Source: an optimization exercise on an open RTL-to-GDS flow (aim: small area, a short achievable clock period and few clock cycles per item). Production flows keep margins and buffers that such runs may drop.
In this exercise RTL edits were held to simulation tests only and were not proved equivalent to the original.

==> design.v <==
package sudoku_grid_pkg;
    typedef logic [4-1:0] digit_t;
    typedef logic [7-1:0] cell_idx_t;
    typedef logic [9*4-1:0] house_t;
    typedef logic [81-1:0] fixed_map_t;
endpackage
package sudoku_ctrl_pkg;
    typedef enum logic [1:0] {
        IDLE,
        LOAD,
        SOLVE,
        WRITE_OUT
    } solver_state_t;
    typedef logic [7-1:0] mem_addr_t;
    typedef logic [8-1:0] mem_word_t;
endpackage
module sudoku_top (
    input  logic       clk,
    input  logic       rst,
    output logic       rom_rd_o,
    output logic [6:0] rom_addr_o,
    input  logic [7:0] rom_data_i,
    output logic       ram_ce_o,
    output logic       ram_we_n_o,
    output logic [6:0] ram_addr_o,
    output logic [7:0] ram_data_o,
    output logic       done_o
);
    localparam int N  = 81;
    localparam int SD = 64;    
    function automatic integer cr(input integer i);
        cr = i / 9;
    endfunction
    function automatic integer cc(input integer i);
        cc = i % 9;
    endfunction
    function automatic integer cb(input integer i);
        cb = (i / 27) * 3 + (i % 9) / 3;
    endfunction
    function automatic integer hcell(input integer h, input integer p);
        if (h < 9)       hcell = h * 9 + p;
        else if (h < 18) hcell = p * 9 + (h - 9);
        else             hcell = ((h - 18) / 3) * 27 + ((h - 18) % 3) * 3 + (p / 3) * 9 + (p % 3);
    endfunction
    logic          load_q, solve_q, done_q;
    logic [6:0]    cnt_q;
    logic [8:0]    lrow_q, lcol_q;           
    logic [80:0]   rm_q, cm_q, bm_q;         
    logic [80:0]   filled_q;
    logic [SD*7-1:0] stkc_q;
    logic [SD*4-1:0] stkd_q;
    logic [5:0]    tp_q;                     
    logic          bt_q;                     
    logic          wr_q;
    logic [6:0]    wa_q;
    logic [3:0]    wd_q;
    logic [N*9-1:0] cand;
    logic [N-1:0]   empty, dead_cell;
    logic [27*9-1:0] uniq;
    logic [26:0]    dead_house;
    logic [N-1:0]   single;
    logic [N*9-1:0] eff;
    always_comb begin
        for (int i = 0; i < N; i++) begin
            empty[i] = ~filled_q[i];
            cand[i*9 +: 9] = ~(rm_q[cr(i)*9 +: 9] | cm_q[cc(i)*9 +: 9] | bm_q[cb(i)*9 +: 9])
                             & {9{empty[i]}};
            dead_cell[i] = empty[i] & ~|cand[i*9 +: 9];
        end
    end
    always_comb begin
        for (int h = 0; h < 27; h++) begin
            logic [8:0] hm;
            logic [8:0] dh;
            hm = (h < 9) ? rm_q[h*9 +: 9] : (h < 18) ? cm_q[(h-9)*9 +: 9] : bm_q[(h-18)*9 +: 9];
            for (int d = 0; d < 9; d++) begin
                logic [8:0] b;
                logic [2:0] any3, two3;
                logic none, atleast2;
                for (int p = 0; p < 9; p++) b[p] = cand[hcell(h, p)*9 + d];
                for (int g = 0; g < 3; g++) begin
                    any3[g] = b[3*g] | b[3*g+1] | b[3*g+2];
                    two3[g] = (b[3*g] & b[3*g+1]) | (b[3*g] & b[3*g+2]) | (b[3*g+1] & b[3*g+2]);
                end
                none     = ~|any3;
                atleast2 = |two3 | (any3[0] & any3[1]) | (any3[0] & any3[2]) | (any3[1] & any3[2]);
                uniq[h*9 + d] = ~none & ~atleast2;
                dh[d] = none & ~hm[d];
            end
            dead_house[h] = |dh;
        end
    end
    always_comb begin
        for (int i = 0; i < N; i++) begin
            logic [8:0] c, hs;
            logic [2:0] any3, two3;
            logic one;
            c  = cand[i*9 +: 9];
            hs = c & (uniq[cr(i)*9 +: 9] | uniq[(9+cc(i))*9 +: 9] | uniq[(18+cb(i))*9 +: 9]);
            for (int g = 0; g < 3; g++) begin
                any3[g] = c[3*g] | c[3*g+1] | c[3*g+2];
                two3[g] = (c[3*g] & c[3*g+1]) | (c[3*g] & c[3*g+2]) | (c[3*g+1] & c[3*g+2]);
            end
            one = |any3 & ~(|two3 | (any3[0] & any3[1]) | (any3[0] & any3[2]) | (any3[1] & any3[2]));
            single[i] = |hs | one;
            eff[i*9 +: 9] = |hs ? hs : c;
        end
    end
    logic          any_single, all_filled, dead;
    logic [N-1:0]  pick, first;
    logic [8:0]    row_any, row_before;
    logic [8:0]    sel_eff, dig_oh;
    logic [3:0]    dig;
    logic [6:0]    sel_idx;
    logic [8:0]    sel_row, sel_col, sel_box;
    assign any_single = |single;
    assign all_filled = &filled_q;
    assign dead       = |dead_cell | |dead_house;
    assign pick       = any_single ? single : empty;
    always_comb begin
        for (int r = 0; r < 9; r++) row_any[r] = |pick[r*9 +: 9];
        row_before[0] = 1'b0;
        for (int r = 1; r < 9; r++) row_before[r] = row_before[r-1] | row_any[r-1];
        for (int r = 0; r < 9; r++) begin
            logic seen;
            seen = row_before[r];
            for (int c = 0; c < 9; c++) begin
                first[r*9+c] = pick[r*9+c] & ~seen;
                seen = seen | pick[r*9+c];
            end
        end
    end
    always_comb begin
        sel_eff = '0;
        sel_idx = '0;
        sel_row = '0;
        sel_col = '0;
        sel_box = '0;
        for (int i = 0; i < N; i++) begin
            sel_eff = sel_eff | (eff[i*9 +: 9] & {9{first[i]}});
            sel_idx = sel_idx | (7'(i) & {7{first[i]}});
            sel_row[cr(i)] = sel_row[cr(i)] | first[i];
            sel_col[cc(i)] = sel_col[cc(i)] | first[i];
            sel_box[cb(i)] = sel_box[cb(i)] | first[i];
        end
        dig_oh = sel_eff & ~(sel_eff - 9'd1);
        dig = '0;
        for (int d = 0; d < 9; d++) dig = dig | (4'(d + 1) & {4{dig_oh[d]}});
    end
    logic [6:0]   tcell;
    logic [3:0]   tdig;
    logic [N-1:0] tdec;
    logic [8:0]   t_row, t_col, t_box;
    logic [8:0]   t_used, t_avail, t_new_oh, t_old_oh;
    logic [3:0]   t_new;
    logic         retry;
    assign tcell = stkc_q[tp_q*7 +: 7];
    assign tdig  = stkd_q[tp_q*4 +: 4];
    always_comb begin
        t_row = '0;
        t_col = '0;
        t_box = '0;
        for (int i = 0; i < N; i++) begin
            tdec[i] = (tcell == 7'(i));
            t_row[cr(i)] = t_row[cr(i)] | tdec[i];
            t_col[cc(i)] = t_col[cc(i)] | tdec[i];
            t_box[cb(i)] = t_box[cb(i)] | tdec[i];
        end
        t_used = '0;
        for (int k = 0; k < 9; k++) begin
            t_used = t_used | (rm_q[k*9 +: 9] & {9{t_row[k]}}) | (cm_q[k*9 +: 9] & {9{t_col[k]}})
                            | (bm_q[k*9 +: 9] & {9{t_box[k]}});
        end
        for (int d = 0; d < 9; d++) begin
            t_avail[d]  = ~t_used[d] & (4'(d + 1) > tdig);
            t_old_oh[d] = (tdig == 4'(d + 1));
        end
        t_new_oh = t_avail & ~(t_avail - 9'd1);
        t_new = '0;
        for (int d = 0; d < 9; d++) t_new = t_new | (4'(d + 1) & {4{t_new_oh[d]}});
        retry = |t_avail;
    end
    logic [3:0] rom_dig;
    logic [8:0] rom_oh;
    logic [8:0] lbox;
    assign rom_dig = rom_data_i[3:0];
    always_comb begin
        for (int d = 0; d < 9; d++) rom_oh[d] = (rom_dig == 4'(d + 1));
        for (int b = 0; b < 9; b++)
            lbox[b] = (lrow_q[(b/3)*3] | lrow_q[(b/3)*3+1] | lrow_q[(b/3)*3+2])
                    & (lcol_q[(b%3)*3] | lcol_q[(b%3)*3+1] | lcol_q[(b%3)*3+2]);
    end
    logic       do_place, do_bt, solving;
    logic [8:0] u_row, u_col, u_box, u_clr, u_set;
    assign solving  = solve_q & ~all_filled;
    assign do_place = solving & ~dead & ~bt_q;
    assign do_bt    = solving & (dead | bt_q);
    always_comb begin
        if (load_q) begin
            u_row = lrow_q;
            u_col = lcol_q;
            u_box = lbox;
            u_clr = '0;
            u_set = rom_oh;
        end else if (do_place) begin
            u_row = sel_row;
            u_col = sel_col;
            u_box = sel_box;
            u_clr = '0;
            u_set = dig_oh;
        end else if (do_bt) begin
            u_row = t_row;
            u_col = t_col;
            u_box = t_box;
            u_clr = t_old_oh;
            u_set = t_new_oh;
        end else begin
            u_row = '0;
            u_col = '0;
            u_box = '0;
            u_clr = '0;
            u_set = '0;
        end
    end
    always_ff @(posedge clk or posedge rst) begin
        if (rst) begin
            rm_q <= '0;
            cm_q <= '0;
            bm_q <= '0;
        end else begin
            for (int k = 0; k < 9; k++) begin
                if (u_row[k]) rm_q[k*9 +: 9] <= (rm_q[k*9 +: 9] & ~u_clr) | u_set;
                if (u_col[k]) cm_q[k*9 +: 9] <= (cm_q[k*9 +: 9] & ~u_clr) | u_set;
                if (u_box[k]) bm_q[k*9 +: 9] <= (bm_q[k*9 +: 9] & ~u_clr) | u_set;
            end
        end
    end
    logic [5:0] tp_inc;
    assign tp_inc = tp_q + 6'd1;
    always_ff @(posedge clk) begin
        if (load_q) begin
            filled_q <= {|rom_dig, filled_q[80:1]};
        end else if (do_place) begin
            filled_q <= filled_q | first;
        end else if (do_bt && !retry) begin
            filled_q <= filled_q & ~tdec;
        end
    end
    always_ff @(posedge clk) begin
        for (int s = 0; s < SD; s++) begin
            if (do_place && tp_inc == 6'(s)) begin
                stkc_q[s*7 +: 7] <= sel_idx;
                stkd_q[s*4 +: 4] <= dig;
            end else if (do_bt && retry && tp_q == 6'(s)) begin
                stkd_q[s*4 +: 4] <= t_new;
            end
        end
    end
    always_ff @(posedge clk or posedge rst) begin
        if (rst) begin
            load_q  <= 1'b1;
            solve_q <= 1'b0;
            done_q  <= 1'b0;
            cnt_q   <= '0;
            lrow_q  <= 9'd1;
            lcol_q  <= 9'd1;
            tp_q    <= '1;
            bt_q    <= 1'b0;
            wr_q    <= 1'b0;
            wa_q    <= '0;
            wd_q    <= '0;
        end else if (load_q) begin
            cnt_q  <= cnt_q + 7'd1;
            lcol_q <= {lcol_q[7:0], lcol_q[8]};
            if (lcol_q[8]) lrow_q <= {lrow_q[7:0], lrow_q[8]};
            wr_q <= 1'b1;
            wa_q <= cnt_q;
            wd_q <= rom_dig;
            if (cnt_q == 7'd80) begin
                load_q  <= 1'b0;
                solve_q <= 1'b1;
            end
        end else if (solve_q) begin
            if (all_filled) begin
                solve_q <= 1'b0;
                done_q  <= 1'b1;
                wr_q    <= 1'b0;
            end else if (do_place) begin
                tp_q <= tp_inc;
                wr_q <= 1'b1;
                wa_q <= sel_idx;
                wd_q <= dig;
            end else if (retry) begin
                bt_q <= 1'b0;
                wr_q <= 1'b1;
                wa_q <= tcell;
                wd_q <= t_new;
            end else begin
                tp_q <= tp_q - 6'd1;
                bt_q <= 1'b1;
                wr_q <= 1'b0;
            end
        end
    end
    assign rom_rd_o   = load_q & ~rst;
    assign rom_addr_o = cnt_q;
    assign ram_ce_o   = wr_q;
    assign ram_we_n_o = ~wr_q;
    assign ram_addr_o = wa_q;
    assign ram_data_o = {4'b0000, wd_q};
    assign done_o     = done_q;
endmodule
==> run.sh <==
#!/bin/bash
# synth_recipe.tcl (not shown) runs the flow's synth.tcl, then flattens the netlist and writes it again
# the make line also repeats each setting of config.mk as NAME=value (left out here)
make -C /OpenROAD-flow-scripts/flow DESIGN_CONFIG=/design/flow/config.mk WORK_HOME=/design/flow/orfs CLKGATE_MAP_FILE= SYNTH_SCRIPT=/design/flow/synth_recipe.tcl finish
==> config.mk <==
export PLATFORM = sky130hd
export DESIGN_NAME = sudoku_top
export DESIGN_NICKNAME = sudoku_top
export VERILOG_FILES = /design/flow/design.v
export SDC_FILE = /design/flow/constraint.sdc
export NUM_CORES = 4
export LEC_CHECK = 0
export CAP_MARGIN = 20
export CORE_MARGIN = 2
export CORE_UTILIZATION = 30
export SETUP_SLACK_MARGIN = 0.3
export SLEW_MARGIN = 20
==> constraint.sdc <==
create_clock -name core_clock -period 12.5 [get_ports {clk}]
set_input_delay 2.5000 -clock core_clock [delete_from_list [all_inputs] [get_ports {clk}]]
set_output_delay 2.5000 -clock core_clock [all_outputs]
set_load 0.01 [all_outputs]
==> summary.txt <==
[worst min path at each step]
stage	startpoint	end	slack, ps	depth (start not counted)
after CTS	done_q$_DFFE_PP0P_	done_q$_DFFE_PP0P_	490	1
after global placement	done_q$_DFFE_PP0P_	done_q$_DFFE_PP0P_	450	1
after detailed placement	done_q$_DFFE_PP0P_	done_q$_DFFE_PP0P_	480	1
after floorplan	bt_q$_DFFE_PP0P_	bt_q$_DFFE_PP0P_	450	2
[synth_stat cells (183+ instances only)]
library cell / instances / area, µm²
clkbuf_1: 1018 / 3820
nand2_1: 1353 / 5080
nand4_1: 258 / 1610
a211oi_1: 235 / 1760
mux2i_1: 185 / 1850
o21ai_0: 1109 / 5550
buf_2: 259 / 1300
edfxtp_1: 785 / 23600
nor3_1: 623 / 3120
dfrtp_1: 281 / 7030
or4_1: 346 / 2600
o22ai_1: 492 / 3080
buf_1: 212 / 796
nand3_1: 683 / 3420
a21oi_1: 1226 / 6140
mux4_2: 231 / 5200
nor2_1: 1718 / 6450
xnor2_1: 183 / 1600
nor4_1: 836 / 5230
a22oi_1: 241 / 1810
a31oi_1: 411 / 2570
[repair_timing]
item / in CTS
endpoints found under the hold margin: 0
setup buffers: 0
pin swaps: 0
gates cloned: 0
gates resized for setup: 1
endpoints found under the setup margin: 10
[through the flow]
step | setup WS [ps] | util
after CTS | 357 | 0.401
after detailed placement | 369 | 0.392
after global placement | -702 | 0.391
after floorplan | 2010 | -
[power groups by stage]
stage | combinational [W] | sequential [W] | clock [W]
2_1_floorplan | 0.0000160 | 0.00386 | 0
3_3_place_gp | 0.0000294 | 0.00386 | 0
3_5_place_dp | 0.0000295 | 0.00386 | 0
4_1_cts | 0.0000297 | 0.00379 | 0.00345
[kinds of logic after synthesis]
kind of cell               count (synthesis)
AOI/OAI and AO/OA                       5489
xor gates and xnor gates                 246
adders and majority gates                106
buffers and inverters                   1687
DFF                                     1075
muxes                                    446
other                                      1
and+or+nand+nor                         6803
[layer usage]
metal,GRT usage,GRT overflow
met5,0.721,90
met4,0.880,2836
met3,0.862,814
met2,1.03,6861
met1,0.928,926
==> metrics.md <==
| Metric | Value |
|---|---|
| Cell Area, Synth | 120,000 µm² |
| Max Buffers Root-to-Sink | 3 |
| Largest net degree at the start of global routing | around 160 |
| Ys Warns | 1 |
| Synth Instances | ~16,000 |
| Dpl cells | approximately 23,000 |
| Flops & latches, synth | 1,075 |
| All-layer global routing usage | 0.930 |
| I/O pin cnt | 36 |
| Main combinational cell family by area after synthesis | compound AO/OA/AOI/OAI gates |
| FFs w/ async S/R, synth | 0.270 |
| Placed Area | between 150,000 and 200,000 µm² |
| Vias in the first global route | 219,000 |
| EDFF count, synth | about 790 |
| CTS buffer count | just over 100 |
| Netlist cell types | 121 |
| Final HPWL DP | about 1,400,000 µm |
| RePlAce Congestion | between 1.5 and 2 |
| Die H | between 600 and 700 µm |
| Avg Cell Area, Syn | ~7.5 µm² |
| Root buf cell | clkbuf_16 |
| Adder-Cell Fraction of Synth Area | 0.00904 |
| Main synth FF type | edfxtp_1 |
| Initial Utilization | 0.302 |
| Global-route wire length before repair | roughly 2,600,000 µm |
| Simple-Gate Fraction of Synth Area | 0.294 |
| Sink Count | around 1,100 |
| Halt Reason | [ERROR GRT-0116] Global routing finished with congestion. Check the congestion regions in the DRC Viewer. |
| Buffers on Ports | 27 |
| Rows | between 200 and 250 |
| Compound-Gate Fraction of Synth Area | 0.302 |
| Status | aborted with a tool error |
| Mux share of post-synthesis cell area | 0.0618 |
| CTS Hold Buffers Added | 0 |
| Xor/xnor share of the synthesized area | 0.0180 |
| H-tree depth | 3 |
| Last stage | global routing |
| Chip Width | around 640 µm |
| Total grt overflow | ~12,000 |
| Part of the Yosys area used for sequential elements | 0.258 |
Testbench counts, summed over its fixed seeds: cycles 17,719, puzzles 128.
